Source: an optimization exercise on an open RTL-to-GDS flow (aim: a short achievable clock period and few clock cycles). Production flows keep margins and buffers that such runs may drop. No activity file was given, so power comes from the tool's default toggle rates.

==> v15 <==
// bounded_priority_queue_fifo_tiebreak
module bounded_priority_queue_fifo_tiebreak #(
   parameter int QUEUE_DEPTH    = 16,
   parameter int VALUE_WIDTH    = 32,
   parameter int PRIORITY_WIDTH = 8
) (
   input  logic                                     clock,
   input  logic                                     reset,
   input  logic                                     req_valid,
   output logic                                     req_ready,
   input  logic                                     req_opcode,
   input  logic signed [bpq_pkg::FIELD_VALUE_W-1:0] req_in_value,
   input  logic        [bpq_pkg::FIELD_PRIO_W-1:0]  req_in_priority,
   output logic                                     rsp_valid,
   input  logic                                     rsp_ready,
   output logic        [bpq_pkg::STATUS_W-1:0]      rsp_status,
   output logic signed [bpq_pkg::FIELD_VALUE_W-1:0] rsp_out_value,
   output logic        [bpq_pkg::FIELD_PRIO_W-1:0]  rsp_out_priority,
   output logic        [bpq_pkg::FILL_W-1:0]        rsp_fill_count
);
Settings: LEC_CHECK=0, ABC_CLOCK_PERIOD_IN_PS=1500, CAP_MARGIN=20, CORE_MARGIN=2, CORE_UTILIZATION=50, CTS_CLUSTER_DIAMETER=100, CTS_CLUSTER_SIZE=30, SETUP_SLACK_MARGIN=3.3, SLEW_MARGIN=20; clock period 5.0 ns.
run.sh (not shown) runs the stock make flow with config.mk's settings and CLKGATE_MAP_FILE= SYNTH_SCRIPT=/design/flow/synth_recipe.tcl, a recipe that flattens the netlist after the stock synthesis.
==> inputs of v30, as changes to v15 <==
--- a/flow/design.v
+++ b/flow/design.v
@@ -48,35 +48,55 @@
    localparam int VW    = bpq_pkg::FIELD_VALUE_W;
    localparam int PW    = bpq_pkg::FIELD_PRIO_W;
    localparam int SW    = bpq_pkg::STATUS_W;
    localparam int FW    = bpq_pkg::FILL_W;
    localparam int RW    = SW + VW + PW + FW;    
-   localparam int NBUF  = 2;                    
+   localparam int NBUF  = 3;                    
    localparam int CNT_W = $clog2(D + 1);
    logic rdy;
    logic acc;
    assign acc = req_valid & rdy;
    logic          a_v;
    logic          a_op;
    logic [VW-1:0] a_val;
    logic [PW-1:0] a_pri;
-   logic [D-1:0]  a_ge;      
-   logic          a_ge_a;    
+   logic [D-1:0]  a_g;       
+   logic          a_g_b;     
+   logic          a_g_a;     
    logic          b_push, b_pop;
    logic [VW-1:0] b_val;
    logic [PW-1:0] b_pri;
-   logic [D-1:0]  m_next, m_new, m_prev, m_keep;    
+   logic [D-1:0]  m_new, m_prev, m_keep;    
+   logic [D-1:0]  p_new, p_prev, p_keep;
    logic [D-1:0][VW-1:0] q_val;
    logic [D-1:0][PW-1:0] q_pri;
    logic [D-1:0]         q_v;
    logic [CNT_W-1:0]     cnt;
+   logic [D-1:0] g;
+   always_comb begin
+      for (int i = 0; i < D; i++) begin
+         g[i] = q_v[i] & (q_pri[i] >= req_in_priority);
+      end
+   end
+   always_ff @(posedge clock) begin
+      a_op  <= req_opcode;
+      a_val <= req_in_value;
+      a_pri <= req_in_priority;
+      a_g   <= g;
+      a_g_b <= (b_pri >= req_in_priority);
+      a_g_a <= (a_pri >= req_in_priority);
+      if (reset) a_v <= 1'b0;
+      else       a_v <= acc;
+   end
    logic [D-1:0][VW-1:0] n_val;
    logic [D-1:0][PW-1:0] n_pri;
    logic [D-1:0]         n_v;
    logic [CNT_W-1:0]     n_cnt;
-   always_comb begin
-      for (int i = 0; i < D; i++) begin
+   logic [D-1:0]         m_next;
+   always_comb begin
+      for (int i = 0; i < D; i++) begin
+         m_next[i] = ~(m_new[i] | m_prev[i] | m_keep[i]);
          n_val[i] = ({VW{m_keep[i]}} & q_val[i]) | ({VW{m_new[i]}} & b_val);
          n_pri[i] = ({PW{m_keep[i]}} & q_pri[i]) | ({PW{m_new[i]}} & b_pri);
          n_v[i]   = (m_keep[i] & q_v[i]) | m_new[i];
          if (i < D - 1) begin
             n_val[i] = n_val[i] | ({VW{m_next[i]}} & q_val[i+1]);
@@ -91,46 +111,29 @@
       end
       n_cnt = cnt;
       if (b_push)     n_cnt = cnt + CNT_W'(1);
       else if (b_pop) n_cnt = cnt - CNT_W'(1);
    end
-   logic [D-1:0] g;         
-   logic         g_new;     
-   logic [D-1:0] i_ge;      
-   always_comb begin
-      g_new = (b_pri >= req_in_priority);
-      for (int i = 0; i < D; i++) begin
-         g[i] = q_v[i] & (q_pri[i] >= req_in_priority);
-      end
-      for (int i = 0; i < D; i++) begin
-         i_ge[i] = (m_keep[i] & g[i]) | (m_new[i] & g_new);
-         if (i < D - 1) i_ge[i] = i_ge[i] | (m_next[i] & g[i+1]);
-         if (i > 0)     i_ge[i] = i_ge[i] | (m_prev[i] & g[i-1]);
-      end
-   end
-   always_ff @(posedge clock) begin
-      a_op   <= req_opcode;
-      a_val  <= req_in_value;
-      a_pri  <= req_in_priority;
-      a_ge   <= i_ge;
-      a_ge_a <= (a_pri >= req_in_priority);
-      if (reset) a_v <= 1'b0;
-      else       a_v <= acc;
-   end
-   logic [D-1:0] ge;
+   logic [D-1:0] g1, ge;
+   logic [D-1:0] p_next;
    logic         a_push, a_pop;
-   logic [D-1:0] d_next, d_new, d_prev, d_keep;
-   always_comb begin
-      for (int i = 0; i < D; i++) begin
-         ge[i] = (m_keep[i] & a_ge[i]) | (m_new[i] & a_ge_a);
-         if (i < D - 1) ge[i] = ge[i] | (m_next[i] & a_ge[i+1]);
-         if (i > 0)     ge[i] = ge[i] | (m_prev[i] & a_ge[i-1]);
+   logic [D-1:0] d_new, d_prev, d_keep;
+   always_comb begin
+      for (int i = 0; i < D; i++) begin
+         p_next[i] = ~(p_new[i] | p_prev[i] | p_keep[i]);
+         g1[i] = (p_keep[i] & a_g[i]) | (p_new[i] & a_g_b);
+         if (i < D - 1) g1[i] = g1[i] | (p_next[i] & a_g[i+1]);
+         if (i > 0)     g1[i] = g1[i] | (p_prev[i] & a_g[i-1]);
+      end
+      for (int i = 0; i < D; i++) begin
+         ge[i] = (m_keep[i] & g1[i]) | (m_new[i] & a_g_a);
+         if (i < D - 1) ge[i] = ge[i] | (m_next[i] & g1[i+1]);
+         if (i > 0)     ge[i] = ge[i] | (m_prev[i] & g1[i-1]);
       end
       a_push = a_v & (a_op == bpq_pkg::OP_PUSH) & ~n_v[D-1];
       a_pop  = a_v & (a_op == bpq_pkg::OP_POP)  &  n_v[0];
       for (int i = 0; i < D; i++) begin
-         d_next[i] = a_pop;
          if (i == 0) begin
             d_new[i]  = a_push & ~ge[0];
             d_prev[i] = 1'b0;
          end else begin
             d_new[i]  = a_push & ~ge[i] &  ge[i-1];
@@ -145,23 +148,27 @@
       q_val <= n_val;
       q_pri <= n_pri;
       if (reset) begin
          b_push <= 1'b0;
          b_pop  <= 1'b0;
-         m_next <= '0;
          m_new  <= '0;
          m_prev <= '0;
          m_keep <= '1;
+         p_new  <= '0;
+         p_prev <= '0;
+         p_keep <= '1;
          q_v    <= '0;
          cnt    <= '0;
       end else begin
          b_push <= a_push;
          b_pop  <= a_pop;
-         m_next <= d_next;
          m_new  <= d_new;
          m_prev <= d_prev;
          m_keep <= d_keep;
+         p_new  <= m_new;
+         p_prev <= m_prev;
+         p_keep <= m_keep;
          q_v    <= n_v;
          cnt    <= n_cnt;
       end
    end
    logic [CNT_W-1:0] n_cnt_p1, n_cnt_m1;
@@ -188,42 +195,38 @@
          end
       end
       r_all = {r_status, r_val, r_pri, r_fill};
    end
    logic [NBUF-1:0][RW-1:0] f_data;
-   logic                    f_wr, f_rd;
+   logic [1:0]              f_wr, f_rd, f_rd1;
    logic [1:0]              f_cnt;
-   logic                    f_empty;
-   logic                    out_free, f_push, f_pop;
+   logic                    take;
+   logic [RW-1:0]           o_stay, o_step;
+   logic [RW-1:0]           o_data;
    logic                    o_v;
-   logic [RW-1:0]           o_data;
    logic [2:0]              held;
-   logic                    take, rdy_in;
-   logic [RW-1:0] o_load, o_next;
-   assign o_load = f_empty ? r_all : f_data[f_rd];
-   assign o_next = ({RW{out_free}} & o_load) | ({RW{~out_free}} & o_data);
-   assign f_empty  = (f_cnt == 2'd0);
-   assign out_free = ~o_v | rsp_ready;
-   assign f_pop    = out_free & ~f_empty;
-   assign f_push   = a_v & ~(out_free & f_empty);
+   logic                    rdy_in;
+   assign take  = o_v & rsp_ready;
+   assign f_rd1 = (f_rd == 2'(NBUF - 1)) ? 2'd0 : f_rd + 2'd1;
+   assign o_stay = (f_cnt == 2'd0) ? r_all : f_data[f_rd];
+   assign o_step = (f_cnt == 2'd1) ? r_all : f_data[f_rd1];
    always_ff @(posedge clock) begin
       if (a_v) f_data[f_wr] <= r_all;
-      o_data <= o_next;
+      o_data <= take ? o_step : o_stay;
       if (reset) begin
-         f_wr  <= 1'b0;
-         f_rd  <= 1'b0;
+         f_wr  <= 2'd0;
+         f_rd  <= 2'd0;
          f_cnt <= 2'd0;
          o_v   <= 1'b0;
       end else begin
-         if (f_push) f_wr <= ~f_wr;
-         if (f_pop)  f_rd <= ~f_rd;
-         f_cnt <= f_cnt + 2'(f_push) - 2'(f_pop);
-         o_v   <= (out_free & (~f_empty | a_v)) | (~out_free & o_v);
-      end
-   end
-   assign held = 3'(a_v) + 3'(o_v) + 3'(f_cnt);
-   assign take = o_v & rsp_ready;
+         if (a_v)  f_wr <= (f_wr == 2'(NBUF - 1)) ? 2'd0 : f_wr + 2'd1;
+         if (take) f_rd <= f_rd1;
+         f_cnt <= f_cnt + 2'(a_v) - 2'(take);
+         o_v   <= (f_cnt != 2'd0 && !(f_cnt == 2'd1 && take)) | a_v;
+      end
+   end
+   assign held = 3'(a_v) + 3'(f_cnt);
    always_comb begin
       case (held)
          3'd0, 3'd1: rdy_in = 1'b1;
          3'd2:       rdy_in = ~acc | take;
          3'd3:       rdy_in = ~acc & take;
==> flow/config.mk (replaced) <==
export PLATFORM = sky130hd
export DESIGN_NAME = bounded_priority_queue_fifo_tiebreak
export DESIGN_NICKNAME = bounded_priority_queue_fifo_tiebreak
export VERILOG_FILES = /design/flow/design.v
export SDC_FILE = /design/flow/constraint.sdc
export NUM_CORES = 4
export LEC_CHECK = 0
export ABC_CLOCK_PERIOD_IN_PS = 1000
export CAP_MARGIN = 20
export CORE_MARGIN = 2
export CORE_UTILIZATION = 55
export SETUP_SLACK_MARGIN = 3.5
export SLEW_MARGIN = 20
==> inputs of v29, as changes to v15 <==
--- a/flow/config.mk
+++ b/flow/config.mk
@@ -7,9 +7,7 @@
 export LEC_CHECK = 0
 export ABC_CLOCK_PERIOD_IN_PS = 1500
 export CAP_MARGIN = 20
 export CORE_MARGIN = 2
 export CORE_UTILIZATION = 50
-export CTS_CLUSTER_DIAMETER = 100
-export CTS_CLUSTER_SIZE = 30
 export SETUP_SLACK_MARGIN = 3.3
 export SLEW_MARGIN = 20
==> summary.txt <==
The highest core utilization belongs to v30, the lowest to v15.
v15 finished clean. v30 finished clean. v29 completed with no timing, DRC or antenna violations.
Wire length: v30 > v29 > v15.
Against v15, the total power of v29 is higher by 22%.
In v30 the clock power is higher than in v29, by about 6%.
No run of this note included a check of the RTL's function; only the layout flow was run.

static timing again, ports no longer ideal:
In the flow no input, the clock included, has a driving cell. The finished layouts below were timed again as built, in two steps. Step 1 sets driving cells, clkbuf_16 on the clock port and buf_2 on the other inputs (assumed; they add their load-dependent delay and slew). Step 2 moves the port delays by t, midway between the first and last clock arrival at a register: inputs arrive t later, outputs are due t later. That takes back most of the time a late clock gives input paths. a / b / c = no drivers / after step 1 / after step 2; a / b = the first two.
run | t, ns | setup slack, ns | worst setup path at the end | slew at the worst register clock pin (ns)
v15 | 0.680 | 2.771 / 2.754 / 2.100 | input to register | 0.12 / 0.12
v30 | 0.749 | 2.750 / 2.750 / 2.274 | input to register | 0.07 / 0.07
v29 | 0.728 | 2.762 / 2.739 / 2.057 | input to register | 0.07 / 0.07
After both steps every run listed still meets setup and hold. For v29, which loses most, drivers alone change the setup slack by -0.023 ns; drivers and shift together by -0.705 ns.
